What follows belongs to an exercise in optimizing a design on an open flow for small area; a production flow would make more cautious choices. Where RTL was checked, it was by simulation tests only, not by an equivalence proof against the original. No activity file was given, so power comes from the tool's default toggle rates.

## cpu_top
module cpu_top (
    input  logic        clk,
    input  logic        rst_n,
    input  logic [15:0] i_imem_data,
    input  logic [15:0] i_dmem_rdata,
    output logic [10:0] o_imem_addr,
    output logic [10:0] o_dmem_addr,
    output logic        o_dmem_we,
    output logic [15:0] o_dmem_wdata,
    output logic        o_io_stall
);
Size in the first run: roughly 1400 cells after synthesis, about 330 flip-flops, roughly 74 I/O pins.
Settings: LEC_CHECK=0, ABC_AREA=1, CAP_MARGIN=20, CORE_MARGIN=2, CORE_UTILIZATION=55, GPL_TIMING_DRIVEN=0, SLEW_MARGIN=20; clock period 5.5 ns.
standard.sh (not shown) runs the stock make flow with config.mk's settings and CLKGATE_MAP_FILE= SYNTH_SCRIPT=/design/flow/synth_recipe.tcl, a recipe that flattens the netlist after the stock synthesis.
==> flow/flow/run.sh <==
#!/bin/bash
# Layout flow: ORFS through the standard.sh, with
#  - synthesis mapping combinational logic with the ABC script in
#    flow/abc_area.script (ORFS's synthesis is otherwise unchanged: same
#    yosys passes, same flip-flop mapping and register names),
#  - the make variables listed in flow/extra.txt (one NAME=VALUE per line).
# Each tool's full output stays in orfs/logs; make's output is in standard.log.
set -euo pipefail
cp -r "$FLOW_HOME/scripts" scripts_own
cp flow/abc_area.script scripts_own/abc_area.script
args=("SCRIPTS_DIR=$PWD/scripts_own")
if [[ -f flow/extra.txt ]]; then
  while IFS= read -r line; do
    [[ -z "$line" || "$line" == \#* ]] && continue
    args+=("$line")
  done < flow/extra.txt
fi
printf '%s\n' "${args[@]}" > make_args.log
bash standard.sh finish "${args[@]}" > standard.log 2>&1
==> flow/flow/abc_area.script <==
strash
&get -n
&st
&dch
&nf
&put
topo
==> flow/flow/extra.txt <==
BUFFER_PORTS_ARGS=-buffer_cell sky130_fd_sc_hd__buf_1
CTS_ARGS=-sink_clustering_enable -repair_clock_nets -dont_use_dummy_load
The baseline went through all stages and came out clean.
==> next run, changes <==
==> flow/flow/abc_area.script (replaced) <==
strash
dc2
&get -n
&st
&dch
&nf -R 1000
&put
topo
==> flow/flow/extra.txt (replaced) <==
BUFFER_PORTS_ARGS=-buffer_cell sky130_fd_sc_hd__buf_1
CTS_ARGS=-sink_clustering_enable -repair_clock_nets -dont_use_dummy_load -sink_clustering_size 22 -sink_clustering_max_diameter 200 -buf_list {sky130_fd_sc_hd__clkbuf_8 sky130_fd_sc_hd__clkbuf_16}
--- a/flow/config.mk
+++ b/flow/config.mk
@@ -9 +9 @@
-export CAP_MARGIN = 20
+export CAP_MARGIN = 10
@@ -13 +13 @@
-export SLEW_MARGIN = 20
+export SLEW_MARGIN = 10
Result: This time the run completed, yet does not pass: setup timing. Design area came out lower by a few percent. Synthesized area came out lower by a few percent. Power came out higher by a few percent. Wire length came out higher slightly. Cell count came out lower by roughly a tenth.
==> next run, changes <==
==> flow/flow/abc_area.script (replaced) <==
strash
&get -n
&st
&dch
&nf
&put
topo
What happened: The changed run finished clean. Count of clock-buffer cells in the layout stays the same. Register-to-register slack gets better by 0.32 ns. Synthesized area rises by a few percent. Global-route usage came out lower by 2.5 points. Synthesized cell count came out higher by about a fifth. Final cell count came out higher by roughly a tenth.

---

## v6
Another version of the RTL of cpu_top (not shown whole).
Size: roughly 1400 cells after synthesis, about 330 flip-flops, ~14000 sq um of cells after synthesis.
export LEC_CHECK = 0
export ABC_AREA = 1
export CAP_MARGIN = 20
export CORE_MARGIN = 2
export CORE_UTILIZATION = 55
export GPL_TIMING_DRIVEN = 0
export SLEW_MARGIN = 20
create_clock -name core_clock -period 5.5 [get_ports {clk}]
==> flow/flow/abc_area.script <==
strash
&get -n
&st
&dch
&nf
&put
topo
==> flow/flow/extra.txt <==
BUFFER_PORTS_ARGS=-buffer_cell sky130_fd_sc_hd__buf_1
CTS_ARGS=-sink_clustering_enable -repair_clock_nets -dont_use_dummy_load -sink_clustering_size 25 -sink_clustering_max_diameter 200 -buf_list {sky130_fd_sc_hd__clkbuf_8 sky130_fd_sc_hd__clkbuf_16}
Scripts as last shown in full above: flow/flow/run.sh
#### Input delta (v35 over v6)
==> flow/flow/extra.txt <==
BUFFER_PORTS_ARGS=-buffer_cell sky130_fd_sc_hd__buf_1
CTS_ARGS=-sink_clustering_enable -repair_clock_nets -dont_use_dummy_load
### Flow results
v6 → v35: wire length on met3 -96 um; multi-input gate area in the final layout rose by 66 sq um; buffer share of cell area now sits at about the same level; sum of routed wire length over all layers shows an increase of about 1.5%.
The lower length in cells of the worst reg-to-reg path came out of v35.
Lower setup slack was reported by v6, not v35.
Changes observed in v35 relative to v6: post-detailed-route wirelength per cell shows no meaningful change, final non-filler cell area grew by 3.7%, post-layout total power rose about 9%, largest driver fanout on the critical path higher.
Looking at v6 and v35, the synthesized instance count is a wash.
Function was not checked in any run of this note: the RTL went through the layout flow alone.

---

cpu_top, a different RTL version from the one above (not shown whole).
For scale: about 340 flip-flops, about 74 I/O pins, ~13000 µm² of cells after synthesis.
export LEC_CHECK = 0
export ABC_AREA = 1
export CAP_MARGIN = 10
export CORE_MARGIN = 2
export CORE_UTILIZATION = 55
export GPL_TIMING_DRIVEN = 1
export PLACE_DENSITY = 0.75
export SLEW_MARGIN = 10
create_clock -name core_clock -period 5.5 [get_ports {clk}]
==> flow/flow/abc_area.script <==
strash
dc2
&get -n
&st
&dch
&nf -R 1000
&put
topo
==> flow/flow/extra.txt <==
BUFFER_PORTS_ARGS=-buffer_cell sky130_fd_sc_hd__buf_1
CTS_ARGS=-sink_clustering_enable -repair_clock_nets -dont_use_dummy_load -sink_clustering_size 10 -sink_clustering_max_diameter 120 -buf_list {sky130_fd_sc_hd__clkbuf_4 sky130_fd_sc_hd__clkbuf_8}
Scripts as last shown in full above: flow/flow/run.sh
The starting point completed with no timing, DRC or antenna violations.
Rerun with:
==> flow/flow/extra.txt (replaced) <==
BUFFER_PORTS_ARGS=-buffer_cell sky130_fd_sc_hd__buf_1
CTS_ARGS=-sink_clustering_enable -repair_clock_nets -dont_use_dummy_load -sink_clustering_size 16 -sink_clustering_max_diameter 150 -buf_list {sky130_fd_sc_hd__clkbuf_8}
After rerunning:
- sequential share of layout area came out higher by 0.67 points
- clock power came out lower by 21%
- worst hold slack got worse by 0.021 ns
- power came out lower by 3.5%
- setup slack got worse by 0.013 ns
- sequential cell count does not change
- cell count came out lower by 0.83%
- cell area came out lower by 1.3%
- global-route usage came out lower by 0.33 points
- clock skew came out lower by 0.038 ns
- combinational power hardly moves
Rerun with:
==> flow/flow/abc_area.script (replaced) <==
strash
&get -n
&st
&dch
&nf
&put
topo
==> flow/flow/extra.txt (replaced) <==
BUFFER_PORTS_ARGS=-buffer_cell sky130_fd_sc_hd__buf_1
CTS_ARGS=-sink_clustering_enable -repair_clock_nets -dont_use_dummy_load -sink_clustering_size 22 -sink_clustering_max_diameter 200 -buf_list {sky130_fd_sc_hd__clkbuf_8 sky130_fd_sc_hd__clkbuf_16}
GPL_TIMING_DRIVEN = 0   (was 1)
PLACE_DENSITY = unset   (was 0.75)
After rerunning: Via count drops by 1.8%; first-iteration DRC count goes down by 29%; routed wire length barely changes; sequential share of layout area fell by 2.8 points; design area climbs by 6.1%.
Rerun with:
==> flow/flow/abc_area.script (replaced) <==
strash
dc2
&get -n
&st
&dch
&nf -R 1000
&put
topo
GPL_TIMING_DRIVEN = 1   (was 0)
Result:
- worst setup slack gets better by 0.37 ns
- utilization goes down by 2.1 points
- hold slack barely changes
- critical path depth went up by 1
- die area goes down by a few percent
- non-clock buffer count went up by 3
- power falls by a few percent
- global-route usage went up by 1.5 points
- via count came out lower slightly
- sequential share of layout area grows by 2.1 points
- cell area went down by a few percent

static timing again, ports no longer ideal:
Ports are ideal in the flow. The routed layouts listed here were re-timed in OpenROAD. Step 1, drivers: a clkbuf_16 drives clk and a buf_2 each remaining input, both assumed. Step 2 times the ports against the registers' clock, not the clock port: input delays grow and output delays shrink by t, the midpoint of the rising clock arrivals with the driver on. Three values: ideal, step 1, step 2; two values: the first two.
| run | t (ns) | setup slack, ns | worst register clock-pin slew, ns | worst data-port slew with drivers (ns) | cell pins on the clock port's net |
|---|---|---|---|---|---|
| the first run of note 1 | 0.547 | 0.201 / 0.201 / 0.153 | 0.06 / 0.06 | 0.04 | 1 |
| the second run of note 1 | 0.541 | -0.090 / -0.090 / -0.153 | 0.10 / 0.10 | 0.04 | 1 |
| the third run of note 1 | 0.530 | 0.229 / 0.229 / 0.047 | 0.10 / 0.10 | 0.04 | 1 |
| v6 | 0.540 | 0.165 / 0.165 / -0.223 | 0.12 / 0.12 | 0.03 | 1 |
| v35 | 0.540 | 0.203 / 0.203 / -0.182 | 0.07 / 0.07 | 0.03 | 1 |
| the first run of note 3 | 0.586 | 0.394 / 0.394 / 0.134 | 0.08 / 0.08 | 0.05 | 1 |
| the second run of note 3 | 0.617 | 0.382 / 0.382 / 0.173 | 0.11 / 0.11 | 0.05 | 1 |
| the third run of note 3 | 0.557 | 0.203 / 0.203 / -0.148 | 0.10 / 0.10 | 0.03 | 1 |
| the fourth run of note 3 | 0.555 | 0.573 / 0.573 / 0.219 | 0.10 / 0.10 | 0.04 | 1 |
With both steps, setup timing fails in v6, v35 and the third run of note 3, where it was met with ideal ports. The setup slack of v6, which loses most, moves by 0.000 ns with the drivers and by -0.388 ns with both steps.
